This design comes from an exercise in tuning for small area, a short achievable clock period and few clock cycles per item on the open sky130 flow, not from production work.
Function was checked by simulation only, so behaviour that the tests miss may differ from the original.
Power is estimated from default activity; no workload was simulated.

File: flow/run.sh
#!/bin/bash
# synth_recipe.tcl (not shown) runs the flow's synth.tcl, then flattens the netlist and writes it again
# the make line also repeats each setting of config.mk as NAME=value (left out here)
make -C /OpenROAD-flow-scripts/flow DESIGN_CONFIG=/design/flow/config.mk WORK_HOME=/design/flow/orfs CLKGATE_MAP_FILE= SYNTH_SCRIPT=/design/flow/synth_recipe.tcl finish
File: flow/config.mk
export PLATFORM = sky130hd
export DESIGN_NAME = light_event_schedule_table
export DESIGN_NICKNAME = light_event_schedule_table
export VERILOG_FILES = /design/flow/design.v
export SDC_FILE = /design/flow/constraint.sdc
export NUM_CORES = 4
export LEC_CHECK = 0
export CAP_MARGIN = 20
export CORE_MARGIN = 2
export CORE_UTILIZATION = 40
export SLEW_MARGIN = 20
File: flow/constraint.sdc
create_clock -name core_clock -period 6.0 [get_ports {clk_i}]
set_input_delay 1.2000 -clock core_clock [delete_from_list [all_inputs] [get_ports {clk_i}]]
set_output_delay 1.2000 -clock core_clock [all_outputs]
set_load 0.01 [all_outputs]
File: flow/design.v
package lest_pkg;
  localparam logic [2:0] OP_ON        = 3'd0;
  localparam logic [2:0] OP_OFF       = 3'd1;
  localparam logic [2:0] OP_REMOVE    = 3'd2;
  localparam logic [2:0] OP_RANDOMIZE = 3'd3;
  localparam logic [2:0] OP_TICK      = 3'd4;
  localparam logic [1:0] STAT_OK     = 2'd0;
  localparam logic [1:0] STAT_BOUNDS = 2'd1;
  localparam logic [1:0] STAT_FULL   = 2'd2;
  localparam logic [1:0] ACT_NONE = 2'd0;
  localparam logic [1:0] ACT_ON   = 2'd1;
  localparam logic [1:0] ACT_OFF  = 2'd2;
  localparam logic [3:0] DAY_EVERY   = 4'd7;
  localparam logic [3:0] DAY_WEEKDAY = 4'd8;
  localparam logic [3:0] DAY_WEEKEND = 4'd9;
  localparam logic [2:0] DAY_SUNDAY  = 3'd0;
  localparam logic [2:0] DAY_MONDAY  = 3'd1;
  localparam logic [2:0] DAY_FRIDAY  = 3'd5;
  localparam logic [2:0] DAY_SATURDAY = 3'd6;
  localparam int unsigned CmdW = 38;
  function automatic logic day_accepts(logic [3:0] code, logic [2:0] today);
    logic hit;
    hit = 1'b0;
    if (code == DAY_EVERY) hit = 1'b1;
    if (code == {1'b0, today}) hit = 1'b1;
    if (code == DAY_WEEKEND && (today == DAY_SATURDAY || today == DAY_SUNDAY)) hit = 1'b1;
    if (code == DAY_WEEKDAY && today >= DAY_MONDAY && today <= DAY_FRIDAY) hit = 1'b1;
    day_accepts = hit;
  endfunction
endpackage
import lest_pkg::*;
module lest_front #(
  parameter int unsigned LIGHT_COUNT = 32
) (
  input  logic [2:0]              operation_i,
  input  logic [7:0]              light_id_i,
  input  logic [3:0]              day_code_i,
  input  logic [10:0]             minute_i,
  input  logic signed [7:0]       random_offset_i,
  input  logic [2:0]              current_day_i,
  input  logic [10:0]             current_minute_i,
  output logic [lest_pkg::CmdW-1:0] cmd_o
);
  logic        light_ok;
  logic        is_tick;
  logic [12:0] due;
  assign light_ok = light_id_i < 8'(LIGHT_COUNT);
  assign is_tick  = operation_i == OP_TICK;
  assign due      = {2'b00, minute_i} + {{5{random_offset_i[7]}}, random_offset_i};
  assign cmd_o[37]    = (operation_i == OP_ON || operation_i == OP_OFF) && light_ok;
  assign cmd_o[36]    = operation_i == OP_OFF;
  assign cmd_o[35]    = operation_i == OP_REMOVE && light_ok;
  assign cmd_o[34]    = operation_i == OP_RANDOMIZE && light_ok;
  assign cmd_o[33]    = is_tick;
  assign cmd_o[32]    = (operation_i == OP_ON || operation_i == OP_OFF) && !light_ok;
  assign cmd_o[31:27] = light_id_i[4:0];
  assign cmd_o[26:23] = is_tick ? {1'b0, current_day_i} : day_code_i;
  assign cmd_o[22:12] = is_tick ? current_minute_i : minute_i;
  assign cmd_o[11]    = due[12:11] == 2'b00;
  assign cmd_o[10:0]  = due[10:0];
endmodule
import lest_pkg::*;
module lest_queue (
  input  logic                      clk_i,
  input  logic                      rst_ni,
  input  logic                      push_i,
  input  logic [lest_pkg::CmdW-1:0] data_i,
  output logic                      full_o,
  output logic                      vld_o,
  input  logic                      pop_i,
  output logic [lest_pkg::CmdW-1:0] data_o
);
  logic [lest_pkg::CmdW-1:0] slot_a_q;
  logic [lest_pkg::CmdW-1:0] slot_b_q;
  logic                      vld_a_q;
  logic                      vld_b_q;
  assign full_o = vld_b_q;
  assign vld_o  = vld_a_q;
  assign data_o = slot_a_q;
  always_ff @(posedge clk_i or negedge rst_ni) begin
    if (!rst_ni) begin
      vld_a_q <= 1'b0;
      vld_b_q <= 1'b0;
    end else begin
      if (vld_b_q) begin
        if (pop_i) vld_b_q <= 1'b0;
      end else begin
        vld_a_q <= (vld_a_q && !pop_i) || push_i;
        vld_b_q <= vld_a_q && !pop_i && push_i;
      end
    end
  end
  always_ff @(posedge clk_i) begin
    if (vld_b_q) begin
      if (pop_i) slot_a_q <= slot_b_q;
    end else begin
      if (push_i && (!vld_a_q || pop_i)) slot_a_q <= data_i;
      if (push_i && vld_a_q && !pop_i) slot_b_q <= data_i;
    end
  end
endmodule
import lest_pkg::*;
module lest_back #(
  parameter int unsigned TABLE_ENTRIES = 64
) (
  input  logic                      clk_i,
  input  logic                      rst_ni,
  input  logic                      q_vld_i,
  input  logic [lest_pkg::CmdW-1:0] q_cmd_i,
  output logic                      q_pop_o,
  output logic                      out_valid_o,
  input  logic                      out_stall_i,
  output logic [1:0]                status_o,
  output logic [7:0]                fired_light_o,
  output logic [1:0]                action_o,
  output logic                      last_o
);
  localparam int unsigned N = TABLE_ENTRIES;
  logic [4:0]  a_light;
  logic [3:0]  a_day;
  logic [10:0] a_minute;
  logic        a_tick;
  assign a_tick   = q_cmd_i[33];
  assign a_light  = q_cmd_i[31:27];
  assign a_day    = q_cmd_i[26:23];
  assign a_minute = q_cmd_i[22:12];
  logic                      s2_vld_q;
  logic [lest_pkg::CmdW-1:0] cmd_q;
  logic [N-1:0]              khit_q;
  logic [N-1:0]              thit_q;
  logic        c_sched, c_off, c_rem, c_rnd, c_tick, c_bad;
  logic [4:0]  c_light;
  logic [3:0]  c_day;
  logic [10:0] c_minute;
  logic        c_dok;
  logic [10:0] c_due;
  assign c_sched  = cmd_q[37];
  assign c_off    = cmd_q[36];
  assign c_rem    = cmd_q[35];
  assign c_rnd    = cmd_q[34];
  assign c_tick   = cmd_q[33];
  assign c_bad    = cmd_q[32];
  assign c_light  = cmd_q[31:27];
  assign c_day    = cmd_q[26:23];
  assign c_minute = cmd_q[22:12];
  assign c_dok    = cmd_q[11];
  assign c_due    = cmd_q[10:0];
  logic [N-1:0] valid_q;
  logic [4:0]   light_q  [0:N-1];
  logic [3:0]   day_q    [0:N-1];
  logic [10:0]  minute_q [0:N-1];
  logic         off_q    [0:N-1];
  logic         dok_q    [0:N-1];
  logic [10:0]  due_q    [0:N-1];
  logic         out_vld_q;
  logic [1:0]   out_status_q;
  logic [4:0]   out_light_q;
  logic [1:0]   out_action_q;
  logic         out_last_q;
  logic         exec;
  logic         s2_done;
  logic         adv;
  logic [N-1:0] khit;
  logic [N-1:0] thit;
  logic         key_same;
  logic         sched_fires;
  logic         rnd_fires;
  logic [N-1:0] fire;
  logic [N-1:0] fire_below;
  logic [N-1:0] free;
  logic [N-1:0] free_below;
  logic [N-1:0] take;
  logic         full;
  logic         more;
  logic         any_fire;
  logic [4:0]   sel_light;
  logic         sel_off;
  always_comb begin
    for (int i = 0; i < N; i++) begin
      khit[i] = light_q[i] == a_light && day_q[i] == a_day && minute_q[i] == a_minute;
      thit[i] = dok_q[i] && due_q[i] == a_minute
                && lest_pkg::day_accepts(day_q[i], a_day[2:0]);
    end
  end
  assign key_same    = c_light == a_light && c_day == a_day && c_minute == a_minute;
  assign sched_fires = c_minute == a_minute && lest_pkg::day_accepts(c_day, a_day[2:0]);
  assign rnd_fires   = c_dok && c_due == a_minute && lest_pkg::day_accepts(c_day, a_day[2:0]);
  assign fire = thit_q & valid_q;
  assign free = ~valid_q;
  always_comb begin
    fire_below[0] = 1'b0;
    free_below[0] = 1'b0;
    for (int i = 1; i < N; i++) begin
      fire_below[i] = fire_below[i-1] || fire[i-1];
      free_below[i] = free_below[i-1] || free[i-1];
    end
    take = free & ~free_below;
    full = !(free_below[N-1] || free[N-1]);
    more = |(fire & fire_below);
    any_fire = fire_below[N-1] || fire[N-1];
    sel_light = '0;
    sel_off   = 1'b0;
    for (int i = 0; i < N; i++) begin
      if (fire[i] && !fire_below[i]) begin
        sel_light = sel_light | light_q[i];
        sel_off   = sel_off | off_q[i];
      end
    end
  end
  assign exec    = s2_vld_q && (!out_vld_q || !out_stall_i);
  assign s2_done = exec && !(c_tick && more);
  assign adv     = q_vld_i && (!s2_vld_q || s2_done);
  assign q_pop_o = adv;
  logic        w_dok;
  logic [10:0] w_due;
  logic [N-1:0] we_key;
  logic [N-1:0] we_due;
  assign w_dok  = c_sched || c_dok;
  assign w_due  = c_sched ? c_minute : c_due;
  assign we_key = {N{exec && c_sched}} & take;
  assign we_due = we_key | ({N{exec && c_rnd}} & khit_q);
  always_ff @(posedge clk_i) begin
    for (int i = 0; i < N; i++) begin
      if (we_key[i]) begin
        light_q[i]  <= c_light;
        day_q[i]    <= c_day;
        minute_q[i] <= c_minute;
        off_q[i]    <= c_off;
      end
      if (we_due[i]) begin
        dok_q[i]    <= w_dok;
        due_q[i]    <= w_due;
      end
    end
  end
  always_ff @(posedge clk_i) begin
    if (adv) begin
      cmd_q <= q_cmd_i;
      for (int i = 0; i < N; i++) begin
        khit_q[i] <= we_key[i] ? key_same : khit[i];
        thit_q[i] <= we_key[i] ? sched_fires : (we_due[i] ? rnd_fires : thit[i]);
      end
    end else if (exec && c_tick) begin
      thit_q <= thit_q & fire_below;
    end
  end
  always_ff @(posedge clk_i or negedge rst_ni) begin
    if (!rst_ni) begin
      valid_q   <= '0;
      s2_vld_q  <= 1'b0;
      out_vld_q <= 1'b0;
    end else begin
      if (exec) begin
        if (c_sched) valid_q <= valid_q | take;
        if (c_rem) valid_q <= valid_q & ~khit_q;
      end
      if (adv) s2_vld_q <= 1'b1;
      else if (s2_done) s2_vld_q <= 1'b0;
      if (exec) out_vld_q <= 1'b1;
      else if (!out_stall_i) out_vld_q <= 1'b0;
    end
  end
  always_ff @(posedge clk_i) begin
    if (exec) begin
      out_status_q <= c_bad ? STAT_BOUNDS : (c_sched && full) ? STAT_FULL : STAT_OK;
      out_light_q  <= c_tick ? sel_light : '0;
      out_action_q <= (c_tick && any_fire) ? (sel_off ? ACT_OFF : ACT_ON) : ACT_NONE;
      out_last_q   <= !(c_tick && more);
    end
  end
  assign out_valid_o   = out_vld_q;
  assign status_o      = out_status_q;
  assign fired_light_o = {3'b000, out_light_q};
  assign action_o      = out_action_q;
  assign last_o        = out_last_q;
endmodule
import lest_pkg::*;
module light_event_schedule_table #(
  parameter int unsigned TABLE_ENTRIES = 64,
  parameter int unsigned LIGHT_COUNT   = 32
) (
  input  logic              clk_i,
  input  logic              rst_ni,
  input  logic              in_valid_i,
  output logic              in_stall_o,
  input  logic [2:0]        operation_i,
  input  logic [7:0]        light_id_i,
  input  logic [3:0]        day_code_i,
  input  logic [10:0]       minute_i,
  input  logic signed [7:0] random_offset_i,
  input  logic [2:0]        current_day_i,
  input  logic [10:0]       current_minute_i,
  output logic              out_valid_o,
  input  logic              out_stall_i,
  output logic [1:0]        status_o,
  output logic [7:0]        fired_light_o,
  output logic [1:0]        action_o,
  output logic              last_o
);
  logic                      q_full;
  logic [lest_pkg::CmdW-1:0] q_wr_cmd;
  logic                      q_vld;
  logic                      q_pop;
  logic [lest_pkg::CmdW-1:0] q_rd_cmd;
  lest_front #(
    .LIGHT_COUNT(LIGHT_COUNT)
  ) u_front (
    .operation_i     (operation_i),
    .light_id_i      (light_id_i),
    .day_code_i      (day_code_i),
    .minute_i        (minute_i),
    .random_offset_i (random_offset_i),
    .current_day_i   (current_day_i),
    .current_minute_i(current_minute_i),
    .cmd_o           (q_wr_cmd)
  );
  assign in_stall_o = q_full;
  lest_queue u_queue (
    .clk_i (clk_i),
    .rst_ni(rst_ni),
    .push_i(in_valid_i && !q_full),
    .data_i(q_wr_cmd),
    .full_o(q_full),
    .vld_o (q_vld),
    .pop_i (q_pop),
    .data_o(q_rd_cmd)
  );
  lest_back #(
    .TABLE_ENTRIES(TABLE_ENTRIES)
  ) u_back (
    .clk_i        (clk_i),
    .rst_ni       (rst_ni),
    .q_vld_i      (q_vld),
    .q_cmd_i      (q_rd_cmd),
    .q_pop_o      (q_pop),
    .out_valid_o  (out_valid_o),
    .out_stall_i  (out_stall_i),
    .status_o     (status_o),
    .fired_light_o(fired_light_o),
    .action_o     (action_o),
    .last_o       (last_o)
  );
endmodule
==> summary.md, run 1 <==
| Metric | Value |
|---|---|
| Crit-path cells | `a222oi_1 -> nand3_2 -> or3_4 -> nor4_4 -> a21oi_1 -> or2_1 -> nor4_4 -> nand3_1 -> buf_4 -> a22o_1 -> a31oi_4 -> buf_12` |
| Fill cells | `~24k` |
| Via count | `69.6k` |
| Post-synth top flop | `edfxtp_1` |
| First-pass GRT wire length | `532,000 µm` |
| I/O Buffers | `63` |
| CTS H-tree depth | `4` |
| Max Fclk | `between 0.15 and 0.2 GHz` |
| Final hold violation count | `0` |
| GRT overflow | `0` |
| Final TNS setup | `0 ps` |
| Placer Congestion | `1.03` |
| Hold Crit Class | `input pin to async pin` |
| Placed wire-length estimate | `roughly 250,000 µm` |
| Setup bufs post-CTS | `0` |
| Leakage dissipation | `38.2 nW` |
| Cts bufs inserted | `240` |
| Drt drc | `0` |
| Total routed wirelength | `a little under 400,000 µm` |
| Clk_skew | `66.3 ps` |
| MaxCap Viol Count | `0` |
| Synthesized area | `approximately 110,000 µm²` |
| Via density per instance | `between 5 and 6` |
| Clk sinks | `~2.4k` |
| Largest net degree at the start of global routing | `69` |
| I/O pin count | `67` |
| Skew-Pair Late Insertion Delay | `between 900 and 1000 ps` |
| RSZ-0062 raised after global routing | `no` |
| Register area share after synthesis | `0.671` |
| Hold buffers post-CTS | `0` |
| Post-Synthesis Cells | `about 7.7k` |
| Min setup slack post-route | `350 ps` |
| Period minus WS final | `~5700 ps` |
| Outcome | `finished clean` |
| Setup violators final | `0` |
| Clock transition at path regs | `70 ps` |
| Die H | `approximately 520 µm` |
| Avg WL per Cell | `33.5 µm` |
| P&R area growth vs syn | `12.8%` |
| Remaining antenna violation count | `0` |
| Core Box Area | `270,000 µm²` |
| Initial Utilization | `0.401` |
| CTS tree | `yes` |
| Syn Area/Cell | `about 14 µm²` |
| Die Area | `275,000 µm²` |
| Arrival time at the worst endpoint | `about 6200 ps` |
| Rows | `around 190` |
| Pwr Density | `517 nW/µm²` |
| Router iterations before antenna repair | `10` |
| Vias in the first global route | `66.0k` |
| VDD IR-drop max | `about 0.00057 V` |
| Post-synth EDFFs | `roughly 2.4k` |
| Area occupied by multi-input gates | `34,100 µm²` |
| Worst slack at placement | `around 550 ps` |
| Setup crit end kind | `flip-flop` |
| Critical Path Fanout Max | `38` |
| Clk buf depth | `3` |
| Root buf cell | `clkbuf_16` |
| Final period util | `0.942` |
| Layout cells sized above 1 | `0.0882` |
| WS Path Type | `flip-flop to flip-flop` |
| Max Slew Vio Count | `0` |
| Total global-route track usage | `0.276` |
| Die Wd | `525 µm` |
| Final nets | `about 7.9k` |
| Post-CTS Resized | `0` |
| Netlist cell types | `76` |
| Slew headroom | `0.0920` |
| Warnings, synthesis | `8` |
| Initial antenna violation count | `29` |
| #FFs+latches synth | `between 2k and 2.5k` |
| Slowest stage cell, crit path | `a222oi_1` |
| Crit path launch type | `flip-flop` |
| Critical path's most frequent cell | `nor4_4` |
| Worst stage delay on the critical path | `~900 ps` |
| CP Data Required Time | `about 6600 ps` |
| Async S/R FF share, synth | `0.0280` |
| Reg area | `72,700 µm²` |
| Iteration-0 DRC Markers | `11.3k` |
| Worst Tran Pin Value | `~1400 ps` |
flip-flops by register name, indices dropped and copies added, names as in the netlist:
register	flops
u_back.day_q	256
u_back.out_action_q	2
u_queue.vld_b_q	1
u_back.out_status_q	2
u_queue.slot_b_q	38
u_back.out_last_q	1
u_back.dok_q	64
u_queue.vld_a_q	1
u_back.minute_q	704
u_back.off_q	64
u_back.valid_q	64
u_back.s2_vld_q	1
u_back.thit_q	64
u_back.due_q	704
u_back.cmd_q	38
u_back.light_q	320
u_back.khit_q	64
u_back.out_light_q	5
u_queue.slot_a_q	38
u_back.out_vld_q	1
synth_stat cells (6+ instances only):
| cell | instances | area [µm²] |
|---|---|---|
| or4_1 | 9 | 67.6 |
| a31oi_1 | 80 | 500 |
| buf_1 | 136 | 510 |
| a22o_1 | 25 | 219 |
| nor2_1 | 142 | 533 |
| or3_1 | 31 | 194 |
| and2_1 | 25 | 156 |
| edfxtp_1 | 2364 | 71000 |
| dfrtp_1 | 68 | 1700 |
| nor2b_1 | 8 | 50.1 |
| xnor2_1 | 1687 | 14800 |
| nand3b_1 | 7 | 52.6 |
| a22oi_1 | 80 | 601 |
| a21o_1 | 12 | 90.1 |
| a32o_1 | 17 | 170 |
| o31ai_1 | 7 | 52.6 |
| nand4b_1 | 15 | 131 |
| or2_2 | 12 | 75.1 |
| xor2_1 | 336 | 2940 |
| nand4_1 | 485 | 3030 |
| nand2_1 | 501 | 1880 |
| nor3_1 | 266 | 1330 |
| o21ai_0 | 304 | 1520 |
| a221oi_1 | 30 | 263 |
| ha_1 | 12 | 150 |
| a32oi_1 | 8 | 70.1 |
| clkbuf_1 | 226 | 848 |
| buf_4 | 7 | 52.6 |
| mux2_2 | 58 | 653 |
| nand2b_1 | 12 | 75.1 |
| nor3b_1 | 6 | 45.0 |
| and3_1 | 21 | 131 |
| nand3_1 | 246 | 1230 |
| a222oi_1 | 31 | 310 |
| a21oi_1 | 60 | 300 |
| inv_1 | 75 | 282 |
| mux2i_1 | 128 | 1280 |
| o22ai_1 | 16 | 100 |
| nor4_1 | 46 | 288 |
metal layers:
layer / track usage / share of wire
met5: 0 / 0.00016
met4: 0.108 / 0.042
met3: 0.0545 / 0.11
met2: 0.420 / 0.44
met1: 0.388 / 0.41
worst max-delay path: cells and delay by family, from the launching register on:
kind,cells,cell delay [ps]
AO/OA/AOI/OAI,4,1490
flip-flops,1,470
AND/OR/NAND/NOR,6,2770
buffers and inverters,2,540
cells by family (layout without fill, tap and decap cells):
group           count (synthesis)  after routing  synth area share
buf+inv                       451            843            0.0164
mux                           187            187            0.0180
compound gates                710            710            0.0419
flops                        2432           2432             0.671
fa+ha+maj                      15             15           0.00175
simple gates                 1851           1851            0.0877
other cells                     1              8         0.0000346
xor+xnor                     2023           2023             0.163
through the flow:
step / total power [mW] / std cells / cell area (µm²) / util / hold slack, ps
after floorplan: 37.7 / 7672 / 108000 / - / 400
after global placement: 48.0 / 11200 / 114000 / 0.424 / 409
after detailed placement: 48.4 / 11200 / 114000 / 0.424 / 408
after CTS: 63.3 / 11600 / 122000 / 0.453 / 239
after global routing: 65.0 / 11600 / 122000 / 0.453 / 281
final: 63.2 / 11600 / 122000 / 0.453 / 290
report_power, final:
part	internal [mW]	leakage [nW]	total [mW]	switching, mW
registers	24.1	22.5	25.4	1.36
logic	6.41	12.0	22.8	16.4
clock network	8.30	3.75	15.0	6.68
total	38.8	38.2	63.2	24.5
cell type report:
class / instances / area share
flip-flops and latches: 2432 / 0.595
multi-input cells: 4789 / 0.279
clock buffers: 295 / 0.0513
well taps: 3570 / 0.0365
repair buffers: 324 / 0.0239
clock inverters: 148 / 0.0121
inverters: 76 / 0.00239
diodes: 5 / 0.000102
worst paths after layout:
kind / startpoint / end / slack, ps / cells after the start
max in group asynchronous: rst_ni / u_back.valid_q[15] / 4610 / 2
worst max register to register: u_back.valid_q[1] / u_queue.slot_a_q[18] / 350 / 12
worst max-delay path: u_back.valid_q[1] / u_queue.slot_a_q[18] / 350 / 12
min in group core_clock: u_queue.slot_a_q[5] / u_back.cmd_q[5] / 420 / 0
worst min-delay path: rst_ni / u_back.s2_vld_q / 290 / 1
worst min register to register: u_queue.slot_a_q[5] / u_back.cmd_q[5] / 420 / 0
cells in the final DEF, fill, tap and decap left out, types with 12 or more instances in the layout:
cell	count
nand2_1	501
nand4_1	485
nand2b_1	12
nor2_1	135
inv_1	75
nand3_1	245
nand4b_1	15
a21oi_1	58
edfxtp_1	2364
a221oi_1	29
a22o_1	25
a22oi_1	80
xnor2_1	1687
clkbuf_16	241
and3_1	19
clkinvlp_4	12
o22ai_1	16
nor4_1	45
o21ai_1	15
o21ai_0	287
and2_1	25
buf_12	27
or3_1	31
clkinv_2	43
clkdlybuf4s50_1	62
xor2_1	336
nor3_1	259
ha_1	12
a21o_1	12
clkinv_1	56
a32o_1	17
a222oi_1	31
buf_4	234
dfrtp_1	67
clkbuf_1	50
a31oi_1	78
mux2_2	47
bufinv_16	20
mux2i_1	128
Testbench counts, summed over its fixed seeds: cycles 3,536, items 3,200.
==> inputs of run 2 (changes only) <==
--- a/flow/design.v
+++ b/flow/design.v
@@ -159,4 +159,9 @@
   logic         out_last_q;
   logic         exec;
+  logic         out_rdy;
+  logic         emit;
+  logic         t_emit;
+  logic         dr_vld_q;
+  logic [N-1:0] dr_q;
   logic         s2_done;
   logic         adv;
@@ -186,5 +191,5 @@
   assign sched_fires = c_minute == a_minute && lest_pkg::day_accepts(c_day, a_day[2:0]);
   assign rnd_fires   = c_dok && c_due == a_minute && lest_pkg::day_accepts(c_day, a_day[2:0]);
-  assign fire = thit_q & valid_q;
+  assign fire = dr_vld_q ? dr_q : thit_q & valid_q;
   assign free = ~valid_q;
   always_comb begin
@@ -208,6 +213,9 @@
     end
   end
-  assign exec    = s2_vld_q && (!out_vld_q || !out_stall_i);
-  assign s2_done = exec && !(c_tick && more);
+  assign out_rdy = !out_vld_q || !out_stall_i;
+  assign exec    = s2_vld_q && !dr_vld_q && out_rdy;
+  assign s2_done = exec;
+  assign emit    = exec || (dr_vld_q && out_rdy);
+  assign t_emit  = dr_vld_q || c_tick;
   assign adv     = q_vld_i && (!s2_vld_q || s2_done);
   assign q_pop_o = adv;
@@ -241,12 +249,14 @@
         thit_q[i] <= we_key[i] ? sched_fires : (we_due[i] ? rnd_fires : thit[i]);
       end
-    end else if (exec && c_tick) begin
-      thit_q <= thit_q & fire_below;
     end
   end
+  always_ff @(posedge clk_i) begin
+    if (emit && t_emit) dr_q <= fire & fire_below;
+  end
   always_ff @(posedge clk_i or negedge rst_ni) begin
     if (!rst_ni) begin
       valid_q   <= '0;
       s2_vld_q  <= 1'b0;
+      dr_vld_q  <= 1'b0;
       out_vld_q <= 1'b0;
     end else begin
@@ -257,14 +267,16 @@
       if (adv) s2_vld_q <= 1'b1;
       else if (s2_done) s2_vld_q <= 1'b0;
-      if (exec) out_vld_q <= 1'b1;
+      if (emit && t_emit) dr_vld_q <= more;
+      if (emit) out_vld_q <= 1'b1;
       else if (!out_stall_i) out_vld_q <= 1'b0;
     end
   end
   always_ff @(posedge clk_i) begin
-    if (exec) begin
-      out_status_q <= c_bad ? STAT_BOUNDS : (c_sched && full) ? STAT_FULL : STAT_OK;
-      out_light_q  <= c_tick ? sel_light : '0;
-      out_action_q <= (c_tick && any_fire) ? (sel_off ? ACT_OFF : ACT_ON) : ACT_NONE;
-      out_last_q   <= !(c_tick && more);
+    if (emit) begin
+      out_status_q <= dr_vld_q ? STAT_OK : c_bad ? STAT_BOUNDS
+                      : (c_sched && full) ? STAT_FULL : STAT_OK;
+      out_light_q  <= t_emit ? sel_light : '0;
+      out_action_q <= (t_emit && any_fire) ? (sel_off ? ACT_OFF : ACT_ON) : ACT_NONE;
+      out_last_q   <= !(t_emit && more);
     end
   end
--- a/flow/config.mk
+++ b/flow/config.mk
@@ -6,6 +6,8 @@
 export NUM_CORES = 4
 export LEC_CHECK = 0
+export ABC_CLOCK_PERIOD_IN_PS = 3000
 export CAP_MARGIN = 20
 export CORE_MARGIN = 2
 export CORE_UTILIZATION = 40
+export SETUP_SLACK_MARGIN = 2.5
 export SLEW_MARGIN = 20
==> summary.md, run 2 <==
| Metric | Value |
|---|---|
| Outcome | `finished clean` |
| Crit path launch type | `flip-flop` |
| Cts bufs inserted | `271 (+13%)` |
| Total global-route track usage | `0.282 (+0.00614)` |
| Commonest non-fill, non-tap cell in the layout | `edfxtp_1` |
| Register area share after synthesis | `0.673 (+0.00270)` |
| Layout Cells excl Fill | `12.2k (+4.5%)` |
| Final TNS setup | `0 ps (unchanged)` |
| Final hold violation count | `0 (unchanged)` |
| Final period util | `0.678 (-0.264)` |
| Initial antenna violation count | `41 (+41%)` |
| Via count | `73.2k (+5.3%)` |
| WHS Path Cells | `0` |
| CP Data Required Time | `6590 ps (+30 ps)` |
| Avg WL per Cell | `33.6 µm (+0.31%)` |
| Post-synth EDFFs | `2,427 (+2.7%)` |
| First-pass GRT wire length | `556,000 µm (+4.4%)` |
| Async S/R FF share, synth | `0.0276 (-0.000316)` |
| Vias in the first global route | `70.3k (+6.6%)` |
| WS Path Type | `flip-flop to flip-flop` |
| Rows | `193 (+1.0%)` |
| Placed inst area | `117,000 µm² (+2.4%)` |
| Critical Path Fanout Max | `11 (-71%)` |
| R2r startpoint | `u_back.dr_vld_q` |
| Via density per instance | `6.02 (+0.75%)` |
| VDD IR-drop max | `0.000222 V (-61%)` |
| Worst Tran Pin Value | `1240 ps (-111 ps)` |
| Total routed wirelength | `409,000 µm (+4.8%)` |
| Post-synth top flop | `edfxtp_1` |
| Setup crit end kind | `flip-flop` |
| #FFs+latches synth | `2,496 (+2.6%)` |
| Max Fclk | `0.246 GHz (+39%)` |
| Reg2Reg Capture Point | `u_back.out_light_q[3]` |
| Min setup slack post-route | `1930 ps (+1580 ps)` |
| CTS H-tree depth | `5 (+1)` |
| Netlist cell types | `84 (+11%)` |
| CTS tree | `yes` |
| Syn Area/Cell | `14.1 µm² (about the same)` |
| Reg2Reg Setup Slack | `1930 ps (+1580 ps)` |
| MaxCap Viol Count | `0 (unchanged)` |
| Final core occ | `0.469 (+0.0161)` |
| RSZ-0062 raised after global routing | `yes` |
| Fin area | `129,000 µm² (+5.8%)` |
| Max Slew Vio Count | `0 (unchanged)` |
| Clk buf depth | `4 (+1)` |
| Synthesized area | `111,000 µm² (+2.2%)` |
| Largest net degree at the start of global routing | `102 (+48%)` |
| Top post-synthesis cells by count | `edfxtp_1 (2,427), xnor2_1 (1,343), xor2_1 (681)` |
| Top cell type's share of synthesized area | `0.658 (+0.00281)` |
| Hold Crit Class | `flip-flop to flip-flop` |
| Placed Cells | `11.5k (+2.5%)` |
| Clk_skew | `58.9 ps (-7.40 ps)` |
| Leakage dissipation | `40.5 nW (+5.9%)` |
| Warnings, synthesis | `8 (unchanged)` |
| Synth area leaders | `edfxtp_1 (66%), xnor2_1 (11%), xor2_1 (5.4%), nand4_1 (2.0%), nor4_1 (1.6%)` |
| Iteration-0 DRC Markers | `12.2k (+7.6%)` |
| Worst Reg-to-Reg Cells | `15 (+3)` |
| Core Box Area | `276,000 µm² (+2.2%)` |
| Hold wc startpoint | `u_queue.slot_a_q[5]` |
| Post-synth top area cell | `edfxtp_1` |
| Pwr Density | `275 nW/µm² (-47%)` |
| Count leader, synth | `edfxtp_1` |
| Clock transition at path regs | `60 ps (about the same)` |
| Placer Congestion | `0.959 (-7.4%)` |
| Drt drc | `0 (unchanged)` |
| Initial Utilization | `0.401 (about the same)` |
| I/O Buffers | `63 (unchanged)` |
| Skew-Pair Late Insertion Delay | `880 ps (-50 ps)` |
| Post-Synthesis Cells | `7,848 (+2.3%)` |
| Remaining antenna violation count | `0 (unchanged)` |
| Die Wd | `530 µm (+1.1%)` |
| Root buf cell | `clkbuf_16` |
| GRT overflow | `0 (unchanged)` |
| Most frequent cells in the layout | `edfxtp_1 (2,427), xnor2_1 (1,343), xor2_1 (681)` |
| Final nets | `8,304 (+4.7%)` |
| Hold buffers post-CTS | `0 (unchanged)` |
| Clk sinks | `2,496 (+2.6%)` |
| Router iterations before antenna repair | `6 (-4)` |
| Slew headroom | `0.173 (+0.0808)` |
| I/O pin count | `67 (unchanged)` |
| Hold Path End | `u_back.cmd_q[5]` |
| Placed wire-length estimate | `227,000 µm (-8.2%)` |
| Die H | `530 µm (+1.1%)` |
| Layout cells sized above 1 | `0.141 (+0.0525)` |
| Arrival time at the worst endpoint | `4650 ps (-1560 ps)` |
| Die Area | `281,000 µm² (+2.2%)` |
| Setup violators final | `0 (unchanged)` |
| P&R area growth vs syn | `16.8%` |
| Worst slack at placement | `316 ps (-236 ps)` |
| Period minus WS final | `4070 ps (-1580 ps)` |
| Largest regs | `u_back.due_q x704, u_back.minute_q x704, u_back.light_q x320` |
[run 2: how the worst max path moves through the flow]
stage / startpoint / end / slack [ps] / cells past startpoint
finish: u_back.dr_vld_q / u_back.out_light_q[3] / 1930 / 15
global route: u_back.dr_vld_q / u_back.out_light_q[4] / 1930 / 15
detailed placement: u_back.dr_vld_q / u_back.out_last_q / 320 / 10
global placement: u_back.dr_vld_q / u_back.out_last_q / -80 / 10
floorplan: out_stall_i / u_back.cmd_q[0] / 1640 / 3
CTS: u_back.dr_vld_q / u_back.out_last_q / 2040 / 12
[run 2: kinds of logic after synthesis]
kind of cell	Yosys count	share of synthesized area
DFF	2496	0.673
other	1	0.0000339
xor gates and xnor gates	2024	0.160
muxes	132	0.0125
adders and majority gates	18	0.00199
buffers and inverters	451	0.0158
AOI/OAI and AO/OA	746	0.0423
and+or+nand+nor	1980	0.0939
[run 2: timing repair]
item / CTS / global route
pin swaps: 65 / 32
resized for setup: 315 / 104
endpoints found under the setup margin: 2103 / 923
hold endpoints to repair: 0 / 0
setup buffers: 86 / 46
cloned: 32 / 31
[run 2: layout make-up]
cell class / instances / area (µm²)
Inverter: 79 / 413
Clock inverter: 132 / 1210
Clock buffer: 345 / 7360
Timing Repair inverter: 39 / 278
Sequential cell: 2496 / 74600
Antenna cell: 15 / 37.5
Tap cell: 3705 / 4640
Fill cell: 23800 / 147000
Multi-Input combinational cell: 4916 / 36300
Timing Repair Buffer: 436 / 4530
[run 2: layer usage]
metal / vias up / share of wire / global-route usage
li1: 30000 / - / -
met1: 37600 / 0.40 / 0.397
met2: 4853 / 0.45 / 0.432
met3: 804 / 0.11 / 0.0503
met4: 10 / 0.043 / 0.112
met5: - / 0.00017 / 0
[run 2: through the flow]
step | total power [mW] | hold WS (ps)
global route | 36.3 | 420
floorplan | 19.3 | 400
finish | 35.5 | 414
global placement | 19.3 | 403
CTS | 35.6 | 413
detailed placement | 19.3 | 405
[run 2: worst max-delay path, stage by stage (launching register included)]
cell      delay (ps)
dfrtp_4          520
buf_6            160
buf_16           160
nand3b_1         300
nand4_1          240
buf_4            170
nor4_4            50
buf_4            160
and2_4           170
nand3_4          120
nor4_1            80
buf_4            190
a222oi_1         460
nand4_1          440
nor3_4           400
a31oi_1          130
[run 2: where the power goes]
group / total, mW / switching (mW) / internal (mW) / leakage [nW]
clock: 16.6 / 7.08 / 9.49 / 4.20
sequential: 18.8 / 0 / 18.8 / 22.7
combinational: 0.122 / 0.0639 / 0.0586 / 13.6
total: 35.5 / 7.14 / 28.4 / 40.5
Testbench counts of run 2, summed over its fixed seeds: cycles 3,536, items 3,200.
==> inputs of run 3 (changes only) <==
--- a/flow/design.v
+++ b/flow/design.v
@@ -177,4 +177,12 @@
   logic [N-1:0] take;
   logic         full;
+  logic [N-1:0] take_q;
+  logic         full_q;
+  logic [N-1:0] valid_d;
+  always_comb begin
+    valid_d = valid_q;
+    if (exec && c_sched) valid_d = valid_d | take_q;
+    if (exec && c_rem) valid_d = valid_d & ~khit_q;
+  end
   logic         more;
   logic         any_fire;
@@ -192,22 +200,51 @@
   assign rnd_fires   = c_dok && c_due == a_minute && lest_pkg::day_accepts(c_day, a_day[2:0]);
   assign fire = dr_vld_q ? dr_q : thit_q & valid_q;
-  assign free = ~valid_q;
+  assign free = ~valid_d;
+  localparam int unsigned GS = 8;
+  localparam int unsigned NG = N / GS;
+  logic [NG-1:0] g_any, g_more, g_free, g_below, g_fbelow;
+  logic [4:0]    g_light [0:NG-1];
+  logic [NG-1:0] g_off;
+  logic [N-1:0]  l_below, l_fbelow;
   always_comb begin
-    fire_below[0] = 1'b0;
-    free_below[0] = 1'b0;
-    for (int i = 1; i < N; i++) begin
-      fire_below[i] = fire_below[i-1] || fire[i-1];
-      free_below[i] = free_below[i-1] || free[i-1];
-    end
-    take = free & ~free_below;
-    full = !(free_below[N-1] || free[N-1]);
-    more = |(fire & fire_below);
-    any_fire = fire_below[N-1] || fire[N-1];
+    for (int g = 0; g < NG; g++) begin
+      l_below[g*GS]  = 1'b0;
+      l_fbelow[g*GS] = 1'b0;
+      for (int k = 1; k < GS; k++) begin
+        l_below[g*GS+k]  = l_below[g*GS+k-1] || fire[g*GS+k-1];
+        l_fbelow[g*GS+k] = l_fbelow[g*GS+k-1] || free[g*GS+k-1];
+      end
+      g_any[g]  = |fire[g*GS +: GS];
+      g_free[g] = |free[g*GS +: GS];
+      g_more[g] = |(fire[g*GS +: GS] & l_below[g*GS +: GS]);
+      g_light[g] = '0;
+      g_off[g]   = 1'b0;
+      for (int k = 0; k < GS; k++) begin
+        if (fire[g*GS+k] && !l_below[g*GS+k]) begin
+          g_light[g] = g_light[g] | light_q[g*GS+k];
+          g_off[g]   = g_off[g] | off_q[g*GS+k];
+        end
+      end
+    end
+    g_below[0]  = 1'b0;
+    g_fbelow[0] = 1'b0;
+    for (int g = 1; g < NG; g++) begin
+      g_below[g]  = g_below[g-1] || g_any[g-1];
+      g_fbelow[g] = g_fbelow[g-1] || g_free[g-1];
+    end
+    for (int i = 0; i < N; i++) begin
+      fire_below[i] = g_below[i/GS] || l_below[i];
+      free_below[i] = g_fbelow[i/GS] || l_fbelow[i];
+    end
+    take     = free & ~free_below;
+    full     = !(|g_free);
+    more     = (|g_more) || (|(g_any & g_below));
+    any_fire = |g_any;
     sel_light = '0;
     sel_off   = 1'b0;
-    for (int i = 0; i < N; i++) begin
-      if (fire[i] && !fire_below[i]) begin
-        sel_light = sel_light | light_q[i];
-        sel_off   = sel_off | off_q[i];
+    for (int g = 0; g < NG; g++) begin
+      if (g_any[g] && !g_below[g]) begin
+        sel_light = sel_light | g_light[g];
+        sel_off   = sel_off | g_off[g];
       end
     end
@@ -226,5 +263,5 @@
   assign w_dok  = c_sched || c_dok;
   assign w_due  = c_sched ? c_minute : c_due;
-  assign we_key = {N{exec && c_sched}} & take;
+  assign we_key = {N{exec && c_sched}} & take_q;
   assign we_due = we_key | ({N{exec && c_rnd}} & khit_q);
   always_ff @(posedge clk_i) begin
@@ -257,12 +294,13 @@
     if (!rst_ni) begin
       valid_q   <= '0;
+      take_q    <= N'(1);
+      full_q    <= 1'b0;
       s2_vld_q  <= 1'b0;
       dr_vld_q  <= 1'b0;
       out_vld_q <= 1'b0;
     end else begin
-      if (exec) begin
-        if (c_sched) valid_q <= valid_q | take;
-        if (c_rem) valid_q <= valid_q & ~khit_q;
-      end
+      valid_q <= valid_d;
+      take_q  <= take;
+      full_q  <= full;
       if (adv) s2_vld_q <= 1'b1;
       else if (s2_done) s2_vld_q <= 1'b0;
@@ -275,5 +313,5 @@
     if (emit) begin
       out_status_q <= dr_vld_q ? STAT_OK : c_bad ? STAT_BOUNDS
-                      : (c_sched && full) ? STAT_FULL : STAT_OK;
+                      : (c_sched && full_q) ? STAT_FULL : STAT_OK;
       out_light_q  <= t_emit ? sel_light : '0;
       out_action_q <= (t_emit && any_fire) ? (sel_off ? ACT_OFF : ACT_ON) : ACT_NONE;
--- a/flow/config.mk
+++ b/flow/config.mk
@@ -6,8 +6,7 @@
 export NUM_CORES = 4
 export LEC_CHECK = 0
-export ABC_CLOCK_PERIOD_IN_PS = 3000
 export CAP_MARGIN = 20
 export CORE_MARGIN = 2
 export CORE_UTILIZATION = 40
-export SETUP_SLACK_MARGIN = 2.5
+export SETUP_SLACK_MARGIN = 3.0
 export SLEW_MARGIN = 20
==> summary.md, run 3 <==
| Metric | Value |
|---|---|
| Avg WL per Cell | `33.1 µm (-1.4%)` |
| Crit-path cells | `buf_12 -> buf_12 -> buf_16 -> nand3b_1 -> and2_4 -> nor4b_2 -> nor2b_4 -> a222oi_1 -> a21oi_4 -> nor4_4 -> a41oi_1` |
| Critical path's most frequent cell | `buf_12` |
| Final TNS setup | `0 ps (unchanged)` |
| Vias in the first global route | `70.8k (+0.75%)` |
| #FFs+latches synth | `2,561 (+2.6%)` |
| Min setup slack post-route | `2490 ps (+556 ps)` |
| Final core occ | `0.474 (+0.00485)` |
| Die Wd | `534 µm (+0.70%)` |
| Die Area | `285,000 µm² (+1.4%)` |
| Worst slack at placement | `498 ps (+182 ps)` |
| Warnings, synthesis | `9 (+1)` |
| Skew-Pair Late Insertion Delay | `890 ps (about the same)` |
| Clk_skew | `58.5 ps (-0.397 ps)` |
| Initial Utilization | `0.402 (+0.000803)` |
| Top cell type's share of synthesized area | `0.649 (-0.00924)` |
| Syn Area/Cell | `14.4 µm² (+1.9%)` |
| Total global-route track usage | `0.273 (-0.00865)` |
| Router iterations before antenna repair | `8 (+2)` |
| Worst stage delay on the critical path | `630 ps (+110 ps)` |
| Via density per instance | `6.07 (+0.87%)` |
| Slew headroom | `0.222 (+0.0488)` |
| RSZ-0062 raised after global routing | `yes` |
| Initial antenna violation count | `43 (+4.9%)` |
| Synthesized area | `112,000 µm² (+1.4%)` |
| Total routed wirelength | `404,000 µm (-1.1%)` |
| Largest regs | `u_back.due_q x704, u_back.minute_q x704, u_back.light_q x320` |
| Placed wire-length estimate | `220,000 µm (-3.0%)` |
| Cts bufs inserted | `275 (+1.5%)` |
| GRT overflow | `0 (unchanged)` |
| Synth Area in Adders | `0.00169 (-0.000295)` |
| Post-synthesis compound-gate area fraction | `0.0521 (+0.00987)` |
| Crit path launch type | `flip-flop` |
| MaxCap Viol Count | `0 (unchanged)` |
| Kind of cell adding the most delay to the critical path | `simple AND/OR/NAND/NOR gates` |
| Slowest stage cell, crit path | `a222oi_1` |
| Clock transition at path regs | `60 ps (about the same)` |
| Worst Reg-to-Reg Cells | `11 (-4)` |
| Reg area | `76,200 µm² (+2.2%)` |
| Setup violators final | `0 (unchanged)` |
| Buf+Inv Stages, Crit Path | `3 (-2)` |
| Remaining antenna violation count | `0 (unchanged)` |
| Clk buf depth | `4 (unchanged)` |
| First-pass GRT wire length | `553,000 µm (-0.55%)` |
| CP Data Required Time | `6580 ps (about the same)` |
| Arrival time at the worst endpoint | `4100 ps (-550 ps)` |
| Rows | `194 (+0.52%)` |
| Post-Synth Simple-Gate Area | `0.0869 (-0.00705)` |
| Hold_ws | `390 ps (-23.8 ps)` |
| Register area share after synthesis | `0.678 (+0.00503)` |
| Async S/R FF share, synth | `0.0523 (+0.0247)` |
| Hold Crit Class | `input pin to async pin` |
| Clk sinks | `2,561 (+2.6%)` |
| P&R area growth vs syn | `17.8%` |
| Critical Path Fanout Max | `7 (-4)` |
| Post-synth EDFFs | `2,427 (unchanged)` |
| R2r startpoint | `u_back.dr_vld_q` |
| Commonest non-fill, non-tap cell in the layout | `edfxtp_1` |
| Leakage dissipation | `41.0 nW (+1.3%)` |
| I/O pin count | `67 (unchanged)` |
| I/O Buffers | `63 (unchanged)` |
| Largest net degree at the start of global routing | `81 (-21%)` |
| Period minus WS final | `3510 ps (-556 ps)` |
| VDD IR-drop max | `0.000217 V (-1.9%)` |
| Pwr Density | `272 nW/µm² (-0.97%)` |
| Final hold violation count | `0 (unchanged)` |
| Netlist cell types | `101 (+20%)` |
| Drt drc | `0 (unchanged)` |
| Via count | `74.1k (+1.2%)` |
| Layout Cells excl Fill | `12.2k (+0.33%)` |
| Root buf cell | `clkbuf_16` |
| Reg2Reg Setup Slack | `2490 ps (+560 ps)` |
| Synth Area in XOR/XNOR | `0.158 (-0.00240)` |
| Max Slew Vio Count | `0 (unchanged)` |
| Post-Synthesis Cells | `7,814 (-0.43%)` |
| Area occupied by multi-input gates | `36,600 µm² (+0.84%)` |
| CTS tree | `yes` |
| Hold buffers post-CTS | `0 (unchanged)` |
| Iteration-0 DRC Markers | `12.0k (-1.5%)` |
| WS Path Type | `flip-flop to flip-flop` |
| Count leader, synth | `edfxtp_1` |
| Fill cells | `23.8k (-0.11%)` |
| Die H | `534 µm (+0.70%)` |
| Outcome | `finished clean` |
| Reg2Reg Capture Point | `u_back.out_light_q[4]` |
| Final period util | `0.586 (-0.0926)` |
| Final nets | `8,328 (+0.29%)` |
| Setup crit end kind | `flip-flop` |
| CTS H-tree depth | `5 (unchanged)` |
| Synth area leaders | `edfxtp_1 (65%), xnor2_1 (13%), dfrtp_1 (3.0%), nand4_1 (2.5%), xor2_1 (2.3%)` |
| Worst Tran Pin Value | `1160 ps (-85.5 ps)` |
| Layout cells sized above 1 | `0.150 (+0.00959)` |
| Placed Cells | `11.5k (-0.096%)` |
| Max Fclk | `0.285 GHz (+16%)` |
| Most frequent cells in the layout | `edfxtp_1 (2,427), xnor2_1 (1,721), nand4_1 (441)` |
| Largest family of logic cells by synthesized area | `XOR/XNOR gates` |
| Top post-synthesis cells by count | `edfxtp_1 (2,427), xnor2_1 (1,721), nand4_1 (441)` |
| Core Box Area | `279,000 µm² (+1.2%)` |
| Mux share of post-synthesis cell area | `0.00600 (-0.00652)` |
| Placer Congestion | `0.929 (-3.1%)` |
| Post-synth top area cell | `edfxtp_1` |
| Post-synth top flop | `edfxtp_1` |
-- run 3: changes by cell type after synthesis, sizes merged, moves of 64 or more --
| cell | previous run | this run |
|---|---|---|
| xor2 | 681 | 301 |
| xnor2 | 1343 | 1721 |
| nor4 | 298 | 121 |
| nand4 | 349 | 445 |
| a21oi | 315 | 233 |
| mux2i | 79 | 10 |
| or4 | 8 | 73 |
| dfrtp | 69 | 133 |
-- run 3: worst max path at each step --
stage,endpoint,slack (ps),startpoint,depth (start not counted)
final,u_back.out_light_q[4],2490,u_back.dr_vld_q,11
after global routing,u_back.take_q[62],2410,u_back.dr_vld_q,13
after CTS,u_back.out_last_q,2590,u_back.dr_vld_q,10
after detailed placement,u_back.full_q,500,out_stall_i,12
after global placement,u_back.full_q,580,out_stall_i,12
after floorplan,u_back.full_q,2570,out_stall_i,11
-- run 3: power breakdown --
part           total (mW)  internal, mW          switching, mW
Sequential           19.3          19.3  0.0000000000000000797
Clock                16.6          9.46                   7.10
Combinational       0.143        0.0660                 0.0770
Total                36.0          28.8                   7.18
-- run 3: layout make-up --
| type | instances | area share |
|---|---|---|
| flip-flops and latches | 2561 | 0.576 |
| multi-input cells | 4781 | 0.277 |
| clock buffers | 357 | 0.0561 |
| repair buffers | 511 | 0.0426 |
| well taps | 3724 | 0.0352 |
| clock inverters | 120 | 0.00814 |
| inverters | 126 | 0.00452 |
| repair inverters | 7 | 0.000312 |
| diodes | 16 | 0.000303 |
-- run 3: cell families after synthesis --
family / Yosys count
flops: 2561
xor+xnor: 2022
simple gates: 1807
compound gates: 869
other cells: 1
mux: 61
fa+ha+maj: 15
buf+inv: 478
-- run 3: per-layer routing --
metal	track usage	wire (µm)	share of wire
met4	0.117	20400	0.051
met3	0.0546	46600	0.12
met1	0.368	153000	0.38
met5	0	113	0.00028
met2	0.431	183000	0.45
-- run 3: per-stage QoR --
step	instance area, µm²	power [mW]
floorplan	113000	19.7
global placement	119000	19.8
detailed placement	119000	19.8
CTS	130000	36.1
global route	132000	36.8
finish	132000	36.0
-- run 3: timing repair --
action / in CTS / in global routing
setup buffers: 135 / 78
cloned: 24 / 11
resized for setup: 363 / 200
setup endpoints to repair: 2501 / 262
hold endpoints to repair: 0 / 0
pin swaps: 83 / 56
-- run 3: worst reg2reg max path, cell delays in order, from the launching register on --
cell and delay [ps]:
dfrtp_4 510, buf_12 160, buf_12 130, buf_16 130, nand3b_1 230, and2_4 210, nor4b_2 170, nor2b_4 160
a222oi_1 630, a21oi_4 220, nor4_4 490, a41oi_1 180
Testbench counts of run 3, summed over its fixed seeds: cycles 3,536, items 3,200.
==> inputs of run 4 (changes only) <==
--- a/flow/config.mk
+++ b/flow/config.mk
@@ -8,5 +8,7 @@
 export CAP_MARGIN = 20
 export CORE_MARGIN = 2
-export CORE_UTILIZATION = 40
+export CORE_UTILIZATION = 60
+export CTS_CLUSTER_DIAMETER = 100
+export CTS_CLUSTER_SIZE = 24
 export SETUP_SLACK_MARGIN = 3.0
 export SLEW_MARGIN = 20
==> summary.md, run 4 <==
| Metric | Value |
|---|---|
| Synth Area in Adders | `0.00169 (unchanged)` |
| Clock Power Share | `0.322 (-0.138)` |
| Final nets | `8,187 (-1.7%)` |
| Worst Tran Pin Value | `1220 ps (+66.6 ps)` |
| CP Data Required Time | `6750 ps (+170 ps)` |
| Power share of the sequential group | `0.673 (+0.137)` |
| Setup crit end kind | `flip-flop` |
| Synthesized area | `112,000 µm² (unchanged)` |
| Avg WL per Cell | `37.3 µm (+13%)` |
| Via density per instance | `6.93 (+14%)` |
| Core Box Area | `186,000 µm² (-33%)` |
| Buf+Inv Stages, Crit Path | `4 (+1)` |
| Int Pwr | `23.0 mW (-20%)` |
| Switching share of power | `0.197 (-0.00251)` |
| Post-synth top flop | `edfxtp_1` |
| Combinational fraction of design power | `0.005 (about the same)` |
| Largest regs | `u_back.due_q x704, u_back.minute_q x704, u_back.light_q x320` |
| Max Fclk | `0.284 GHz (-0.24%)` |
| Slew headroom | `0.185 (-0.0363)` |
| First-pass GRT wire length | `535,000 µm (-3.1%)` |
| Iteration-0 DRC Markers | `13.5k (+12%)` |
| CTS H-tree depth | `3 (-2)` |
| Clk sinks | `2,561 (unchanged)` |
| Synth Area in XOR/XNOR | `0.158 (unchanged)` |
| Post-synth EDFFs | `2,427 (unchanged)` |
| Slowest stage cell, crit path | `dfrtp_4` |
| Final period util | `0.587 (+0.00139)` |
| Pwr Density | `228 nW/µm² (-16%)` |
| Fill cells | `13.0k (-45%)` |
| Hold buffers post-CTS | `0 (unchanged)` |
| Initial Utilization | `0.605 (+0.202)` |
| Async S/R FF share, synth | `0.0523 (unchanged)` |
| Most frequent cells in the layout | `edfxtp_1 (2,427), xnor2_1 (1,721), nand4_1 (441)` |
| #FFs+latches synth | `2,561 (unchanged)` |
| Arrival time at the worst endpoint | `4270 ps (+170 ps)` |
| Warnings, synthesis | `9 (unchanged)` |
| MaxCap Viol Count | `0 (unchanged)` |
| Kind of cell adding the most delay to the critical path | `simple AND/OR/NAND/NOR gates` |
| WS Path Type | `flip-flop to flip-flop` |
| Post-Synth Simple-Gate Area | `0.0869 (unchanged)` |
| Initial antenna violation count | `25 (-42%)` |
| I/O pin count | `67 (unchanged)` |
| Skew-Pair Late Insertion Delay | `850 ps (-40 ps)` |
| Largest family of logic cells by synthesized area | `XOR/XNOR gates` |
| Total global-route track usage | `0.403 (+0.130)` |
| Total routed wirelength | `398,000 µm (-1.5%)` |
| Largest net degree at the start of global routing | `94 (+16%)` |
| Period minus WS final | `3520 ps (+8.32 ps)` |
| Crit path launch type | `flip-flop` |
| Vias in the first global route | `68.6k (-3.1%)` |
| Hold Crit Class | `input pin to async pin` |
| Clock transition at path regs | `120 ps (+60 ps)` |
| Rows | `158 (-19%)` |
| Synth area leaders | `edfxtp_1 (65%), xnor2_1 (13%), dfrtp_1 (3.0%), nand4_1 (2.5%), xor2_1 (2.3%)` |
| Layout cells sized above 1 | `0.133 (-0.0175)` |
| Commonest non-fill, non-tap cell in the layout | `edfxtp_1` |
| Top cell type's share of synthesized area | `0.649 (unchanged)` |
| Root buf cell | `clkbuf_16` |
| Die H | `437 µm (-18%)` |
| Fin area | `125,000 µm² (-5.2%)` |
| Leakage dissipation | `38.5 nW (-6.2%)` |
| Cts bufs inserted | `117 (-57%)` |
| Max Slew Vio Count | `0 (unchanged)` |
| I/O Buffers | `63 (unchanged)` |
| Drt drc | `0 (unchanged)` |
| Post-synth top area cell | `edfxtp_1` |
| Critical Path Fanout Max | `18 (+11)` |
| VDD IR-drop max | `0.000320 V (+47%)` |
| Mux share of post-synthesis cell area | `0.00600 (unchanged)` |
| Remaining antenna violation count | `0 (unchanged)` |
| Net Switching | `5.63 mW (-22%)` |
| Top post-synthesis cells by count | `edfxtp_1 (2,427), xnor2_1 (1,721), nand4_1 (441)` |
| Final TNS setup | `0 ps (unchanged)` |
| Die Wd | `437 µm (-18%)` |
| Placer Congestion | `1.01 (+8.4%)` |
| Clk buf depth | `3 (-1)` |
| Final hold violation count | `0 (unchanged)` |
| Setup violators final | `0 (unchanged)` |
| Die Area | `191,000 µm² (-33%)` |
| Placed inst area | `117,000 µm² (-1.3%)` |
| Crit-path cells | `buf_12 -> nor2b_4 -> buf_12 -> and3_4 -> buf_16 -> nand2_1 -> clkinvlp_4 -> o21ai_0 -> nor4_2 -> nand3_2 -> or3_4 -> nor4_2` |
| Netlist cell types | `101 (unchanged)` |
| Register area share after synthesis | `0.678 (unchanged)` |
| Outcome | `finished clean` |
| RSZ-0062 raised after global routing | `yes` |
| CTS tree | `yes` |
| GRT overflow | `0 (unchanged)` |
| Via count | `73.9k (-0.28%)` |
| Post-synthesis compound-gate area fraction | `0.0521 (unchanged)` |
| Router iterations before antenna repair | `9 (+1)` |
| Worst stage delay on the critical path | `510 ps (-120 ps)` |
| Syn Area/Cell | `14.4 µm² (unchanged)` |
| Placed wire-length estimate | `227,000 µm (+2.8%)` |
| Clk_skew | `37.0 ps (-21.5 ps)` |
| Count leader, synth | `edfxtp_1` |
| Post-Synthesis Cells | `7,814 (unchanged)` |
| P&R area growth vs syn | `11.7%` |
[run 4: cell count changes in the layout (fill, tap and decap cells not counted), moves of 7 or more]
cell | previous run | this run
a21oi_1 | 217 | 210
buf_12 | 61 | 40
buf_4 | 304 | 332
bufinv_16 | 17 | 0
clkbuf_1 | 69 | 45
clkbuf_16 | 290 | 129
clkinv_1 | 50 | 0
clkinv_2 | 30 | 1
clkinvlp_4 | 40 | 26
nor4_2 | 11 | 21
[run 4: layout make-up]
| class | count | area (µm²) | area share |
|---|---|---|---|
| Timing Repair inverter | 4 | 20.0 | 0.000160 |
| Clock inverter | 9 | 90.1 | 0.000718 |
| Sequential cell | 2561 | 76200 | 0.608 |
| Multi-Input combinational cell | 4781 | 36600 | 0.292 |
| Clock buffer | 163 | 3120 | 0.0249 |
| Tap cell | 2480 | 3100 | 0.0247 |
| Timing Repair Buffer | 531 | 5650 | 0.0450 |
| Antenna cell | 15 | 37.5 | 0.000299 |
| Inverter | 126 | 583 | 0.00465 |
[run 4: worst paths after layout]
path / cells past startpoint / slack [ps] / to / from
worst min-delay path: 1 / 260 / u_queue.vld_a_q / rst_ni
min in group core_clock: 0 / 430 / u_back.cmd_q[2] / u_queue.slot_a_q[2]
worst max-delay path: 12 / 2480 / u_back.take_q[62] / u_back.dr_vld_q
max in group asynchronous: 2 / 4540 / u_back.dr_vld_q / rst_ni
worst max register to register: 12 / 2480 / u_back.take_q[62] / u_back.dr_vld_q
worst min register to register: 0 / 430 / u_back.cmd_q[2] / u_queue.slot_a_q[2]
[run 4: cell families after synthesis]
logic type,Yosys count
compound gates,869
xor+xnor,2022
fa+ha+maj,15
buf+inv,478
flops,2561
mux,61
other cells,1
simple gates,1807
[run 4: metrics by stage]
step | hold slack [ps] | power (mW) | utilization | setup WS [ps] | instances
after floorplan | 400 | 19.7 | - | 2570 | 7816
after global placement | 401 | 19.8 | 0.631 | 674 | 10200
after detailed placement | 405 | 19.8 | 0.631 | 534 | 10200
after CTS | 232 | 28.6 | 0.666 | 2640 | 10600
after global routing | 257 | 29.1 | 0.675 | 2480 | 10700
final | 259 | 28.6 | 0.675 | 2480 | 10700
[run 4: power groups by stage]
| stage | Sequential [mW] | Clock [mW] | Combinational (mW) |
|---|---|---|---|
| final | 19.2 | 9.20 | 0.142 |
| after global routing | 19.2 | 9.74 | 0.155 |
| after CTS | 19.2 | 9.19 | 0.137 |
| after detailed placement | 19.6 | 0 | 0.134 |
| after global placement | 19.6 | 0 | 0.133 |
| after floorplan | 19.6 | 0 | 0.0592 |
[run 4: worst reg2reg max path: stages (launching register included)]
cell and delay (ps):
dfrtp_4 510, buf_12 150, nor2b_4 130, buf_12 150, and3_4 300, buf_16 230
nand2_1 260, clkinvlp_4 110, o21ai_0 290, nor4_2 370, nand3_2 280, or3_4 500
nor4_2 150
[run 4: timing repair]
item | 4_1_cts | 5_1_grt
endpoints found under the setup margin | 1887 | 252
pin swaps | 81 | 89
setup buffers | 143 | 69
gates resized for setup | 377 | 196
gates cloned | 23 | 13
[run 4: layer usage]
layer / wire, µm / GRT usage / share of wire / vias to the layer above
li1: - / - / - / 29700
met1: 148000 / 0.577 / 0.37 / 37300
met2: 169000 / 0.584 / 0.43 / 5779
met3: 58500 / 0.113 / 0.15 / 1096
met4: 22200 / 0.169 / 0.056 / 16
met5: 115 / 0 / 0.00029 / -
==> inputs of run 5 (changes only) <==
--- a/flow/design.v
+++ b/flow/design.v
@@ -127,6 +127,5 @@
   logic                      s2_vld_q;
   logic [lest_pkg::CmdW-1:0] cmd_q;
-  logic [N-1:0]              khit_q;
-  logic [N-1:0]              thit_q;
+  logic [N-1:0]              hit_q;
   logic        c_sched, c_off, c_rem, c_rnd, c_tick, c_bad;
   logic [4:0]  c_light;
@@ -182,6 +181,6 @@
   always_comb begin
     valid_d = valid_q;
-    if (exec && c_sched) valid_d = valid_d | take_q;
-    if (exec && c_rem) valid_d = valid_d & ~khit_q;
+    if (c_sched) valid_d = valid_q | take_q;
+    if (c_rem) valid_d = valid_q & ~hit_q;
   end
   logic         more;
@@ -199,5 +198,5 @@
   assign sched_fires = c_minute == a_minute && lest_pkg::day_accepts(c_day, a_day[2:0]);
   assign rnd_fires   = c_dok && c_due == a_minute && lest_pkg::day_accepts(c_day, a_day[2:0]);
-  assign fire = dr_vld_q ? dr_q : thit_q & valid_q;
+  assign fire = dr_vld_q ? dr_q : hit_q & valid_q;
   assign free = ~valid_d;
   localparam int unsigned GS = 8;
@@ -264,5 +263,5 @@
   assign w_due  = c_sched ? c_minute : c_due;
   assign we_key = {N{exec && c_sched}} & take_q;
-  assign we_due = we_key | ({N{exec && c_rnd}} & khit_q);
+  assign we_due = we_key | ({N{exec && c_rnd}} & hit_q);
   always_ff @(posedge clk_i) begin
     for (int i = 0; i < N; i++) begin
@@ -283,6 +282,6 @@
       cmd_q <= q_cmd_i;
       for (int i = 0; i < N; i++) begin
-        khit_q[i] <= we_key[i] ? key_same : khit[i];
-        thit_q[i] <= we_key[i] ? sched_fires : (we_due[i] ? rnd_fires : thit[i]);
+        if (a_tick) hit_q[i] <= we_key[i] ? sched_fires : (we_due[i] ? rnd_fires : thit[i]);
+        else hit_q[i] <= we_key[i] ? key_same : khit[i];
       end
     end
@@ -300,7 +299,9 @@
       out_vld_q <= 1'b0;
     end else begin
-      valid_q <= valid_d;
-      take_q  <= take;
-      full_q  <= full;
+      if (exec) begin
+        valid_q <= valid_d;
+        take_q  <= take;
+        full_q  <= full;
+      end
       if (adv) s2_vld_q <= 1'b1;
       else if (s2_done) s2_vld_q <= 1'b0;
--- a/flow/config.mk
+++ b/flow/config.mk
@@ -8,5 +8,5 @@
 export CAP_MARGIN = 20
 export CORE_MARGIN = 2
-export CORE_UTILIZATION = 60
+export CORE_UTILIZATION = 40
 export CTS_CLUSTER_DIAMETER = 100
 export CTS_CLUSTER_SIZE = 24
==> summary.md, run 5 <==
| Metric | Value |
|---|---|
| Final TNS setup | `0 ps (unchanged)` |
| Via count | `74.8k (+1.2%)` |
| I/O pin count | `67 (unchanged)` |
| Worst Tran Pin Value | `1190 ps (-30.5 ps)` |
| Most frequent cells in the layout | `edfxtp_1 (2,363), xnor2_1 (1,335), xor2_1 (686)` |
| Fill cells | `24.4k (+88%)` |
| Final hold violation count | `0 (unchanged)` |
| CTS H-tree depth | `3 (unchanged)` |
| Clock transition at path regs | `110 ps (about the same)` |
| Hold_ws | `337 ps (+78.7 ps)` |
| GR peak layer | `met2` |
| Met3 global-route usage | `0.0574 (-0.0555)` |
| Placed Cells | `11.7k (+14%)` |
| Async S/R FF share, synth | `0.0537 (+0.00134)` |
| Critical Path Fanout Max | `18 (unchanged)` |
| Pwr Density | `251 nW/µm² (+10%)` |
| Initial antenna violation count | `36 (+44%)` |
| Clk sinks | `2,497 (-2.5%)` |
| Avg WL per Cell | `34.5 µm (-7.5%)` |
| Reg2Reg Capture Point | `u_back.out_last_q` |
| GRT overflow | `0 (unchanged)` |
| Period minus WS final | `3390 ps (-135 ps)` |
| R2r startpoint | `u_back.dr_vld_q` |
| Top cell type's share of synthesized area | `0.629 (-0.0193)` |
| Die Area | `286,000 µm² (+50%)` |
| Commonest non-fill, non-tap cell in the layout | `edfxtp_1` |
| Initial Utilization | `0.403 (-0.202)` |
| MaxCap Viol Count | `0 (unchanged)` |
| Drt drc | `0 (unchanged)` |
| Slew headroom | `0.206 (+0.0204)` |
| WS Path Type | `flip-flop to flip-flop` |
| Netlist cell types | `87 (-14%)` |
| Top post-synthesis cells by count | `edfxtp_1 (2,363), xnor2_1 (1,337), xor2_1 (686)` |
| Hold Crit Class | `input pin to async pin` |
| Synthesized area | `113,000 µm² (+0.34%)` |
| Final nets | `8,405 (+2.7%)` |
| Remaining antenna violation count | `0 (unchanged)` |
| Largest regs | `u_back.due_q x704, u_back.minute_q x704, u_back.light_q x320` |
| Placer Congestion | `1.01 (-0.15%)` |
| Max Fclk | `0.295 GHz (+4.0%)` |
| Rows | `194 (+23%)` |
| Total routed wirelength | `420,000 µm (+5.5%)` |
| Leakage dissipation | `40.3 nW (+4.6%)` |
| Met2 GRT Util | `0.428 (-0.156)` |
| Placed wire-length estimate | `222,000 µm (-2.1%)` |
| Post-Synthesis Cells | `8,105 (+3.7%)` |
| Final period util | `0.564 (-0.0224)` |
| First-pass GRT wire length | `564,000 µm (+5.2%)` |
| Cts bufs inserted | `117 (unchanged)` |
| Router iterations before antenna repair | `7 (-2)` |
| Count leader, synth | `edfxtp_1` |
| Post-synth top flop | `edfxtp_1` |
| Via density per instance | `6.15 (-11%)` |
| Root buf cell | `clkbuf_16` |
| Worst Reg-to-Reg Cells | `10 (-2)` |
| Clk_skew | `63.6 ps (+26.6 ps)` |
| Die Wd | `535 µm (+22%)` |
| Setup violators final | `0 (unchanged)` |
| Die H | `535 µm (+22%)` |
| Layout Cells excl Fill | `12.2k (+14%)` |
| Largest net degree at the start of global routing | `72 (-23%)` |
| Post-synth EDFFs | `2,363 (-2.6%)` |
| Skew-Pair Late Insertion Delay | `870 ps (+20 ps)` |
| Layout cells sized above 1 | `0.132 (-0.000932)` |
| Outcome | `finished clean` |
| Core Box Area | `280,000 µm² (+51%)` |
| I/O Buffers | `63 (unchanged)` |
| Total Power | `32.1 mW (+12%)` |
| Max Slew Vio Count | `0 (unchanged)` |
| P&R area growth vs syn | `13.3%` |
| Warnings, synthesis | `9 (unchanged)` |
| Register area share after synthesis | `0.659 (-0.0194)` |
| Arrival time at the worst endpoint | `4130 ps (-140 ps)` |
| VDD IR-drop max | `0.000308 V (-3.8%)` |
| Iteration-0 DRC Markers | `13.2k (-1.9%)` |
| Vias in the first global route | `70.4k (+2.5%)` |
| Worst setup path end | `u_back.out_last_q` |
| Syn Area/Cell | `13.9 µm² (-3.3%)` |
| Crit path launch type | `flip-flop` |
| CTS tree | `yes` |
| Worst setup startpoint | `u_back.dr_vld_q` |
| Post-synth top area cell | `edfxtp_1` |
| RSZ-0062 raised after global routing | `yes` |
| Clk buf depth | `3 (unchanged)` |
| Setup crit end kind | `flip-flop` |
| Met1 Resource Use GR | `0.387 (-0.190)` |
| Total global-route track usage | `0.281 (-0.123)` |
| CP Data Required Time | `6750 ps (about the same)` |
| Synth area leaders | `edfxtp_1 (63%), xnor2_1 (10%), xor2_1 (5.3%), dfrtp_1 (3.0%), nand2_1 (2.0%)` |
| Reg2Reg Setup Slack | `2610 ps (+130 ps)` |
| #FFs+latches synth | `2,497 (-2.5%)` |
-- run 5: worst min path at each step --
stage,slack (ps),depth (start not counted),from,to
3_5_place_dp,400,0,u_queue.slot_a_q[6],u_back.cmd_q[6]
4_1_cts,310,1,rst_ni,u_back.s2_vld_q
2_1_floorplan,400,0,u_queue.slot_a_q[0],u_back.cmd_q[0]
5_1_grt,360,1,rst_ni,u_back.s2_vld_q
3_3_place_gp,400,0,u_queue.slot_a_q[7],u_back.cmd_q[7]
6_report,340,1,rst_ni,u_back.s2_vld_q
-- run 5: per-layer routing --
metal / share of wire / wire length [µm]
met5: 0.00024 / 100
met2: 0.44 / 185000
met4: 0.057 / 24000
met3: 0.13 / 53000
met1: 0.38 / 158000
-- run 5: area by class of cell --
class / instances / area (µm²) / area share
antenna: 4 / 10.0 / 0.0000783
sequential: 2497 / 74300 / 0.582
inverter: 144 / 771 / 0.00603
clock buffer: 212 / 3400 / 0.0266
timing repair inverter: 18 / 115 / 0.000901
multi-input combinational: 5088 / 38500 / 0.301
tap: 3724 / 4660 / 0.0365
timing repair buffer: 474 / 5840 / 0.0457
clock inverter: 12 / 146 / 0.00115
-- run 5: timing repair --
item / 4_1_cts / 5_1_grt
hold buffers: 0 / 0
pin swaps: 54 / 101
setup buffers: 117 / 72
endpoints found under the setup margin: 2506 / 868
gates cloned: 27 / 31
gates resized for setup: 306 / 265
-- run 5: where the power goes --
group / switching (mW) / leakage [nW] / total [mW] / internal [mW]
Clock: 5.68 / 1.69 / 9.58 / 3.91
Sequential: 0.199 / 23.1 / 19.2 / 19.0
Combinational: 2.06 / 15.5 / 3.23 / 1.17
-- run 5: critical path, cell delays in order (launching register included) --
cell      delay, ps
dfrtp_4         560
buf_12          160
buf_16          170
and2_4          160
a2111o_1        450
or4_4           590
o21ai_4         280
o221ai_4        180
a2111o_1        380
nor3_2          170
a21o_1          140
-- run 5: metrics by stage --
step	instance area [µm²]	setup slack (ps)	utilization
after floorplan	113000	2820	-
after global placement	119000	1170	0.425
after detailed placement	119000	1140	0.425
after CTS	126000	2690	0.449
after global routing	128000	2560	0.457
final	128000	2610	0.457
-- run 5: cells by family (layout without fill, tap and decap cells) --
group,count (synthesis),in the layout,share of synthesized area
AO/OA/AOI/OAI,930,930,0.0528
XOR/XNOR,2023,2023,0.157
adder cells (fa/ha/maj),14,14,0.00160
buffers and inverters,525,860,0.0186
flip-flops,2497,2497,0.659
multiplexers,182,182,0.0232
other,1,7,0.0000333
AND/OR/NAND/NOR,1933,1936,0.0875
Testbench counts of run 5, summed over its fixed seeds: cycles 3,536, items 3,200.

## what the ideal ports hide
In the flow no input, the clock included, has a driving cell. The finished layouts below were timed again as built, in two steps. Step 1: set_driving_cell puts a clkbuf_16 on clk_i and a buf_2 on each other input, an assumption about the parent block. Step 2 also shifts input and output timing later by t, the mid clock arrival at the registers, as if the neighbouring blocks saw the same clock. a / b / c = no drivers / after step 1 / after step 2; a / b = the first two.
run	t, ns	setup slack, ns
run 1	0.990	0.350 / 0.350 / 0.350
run 2	0.950	1.931 / 1.931 / 1.583
run 3	0.959	2.487 / 2.487 / 1.628
run 4	0.919	2.479 / 2.479 / 1.694
run 5	0.929	2.613 / 2.613 / 2.008
After both steps every run listed still meets setup and hold.
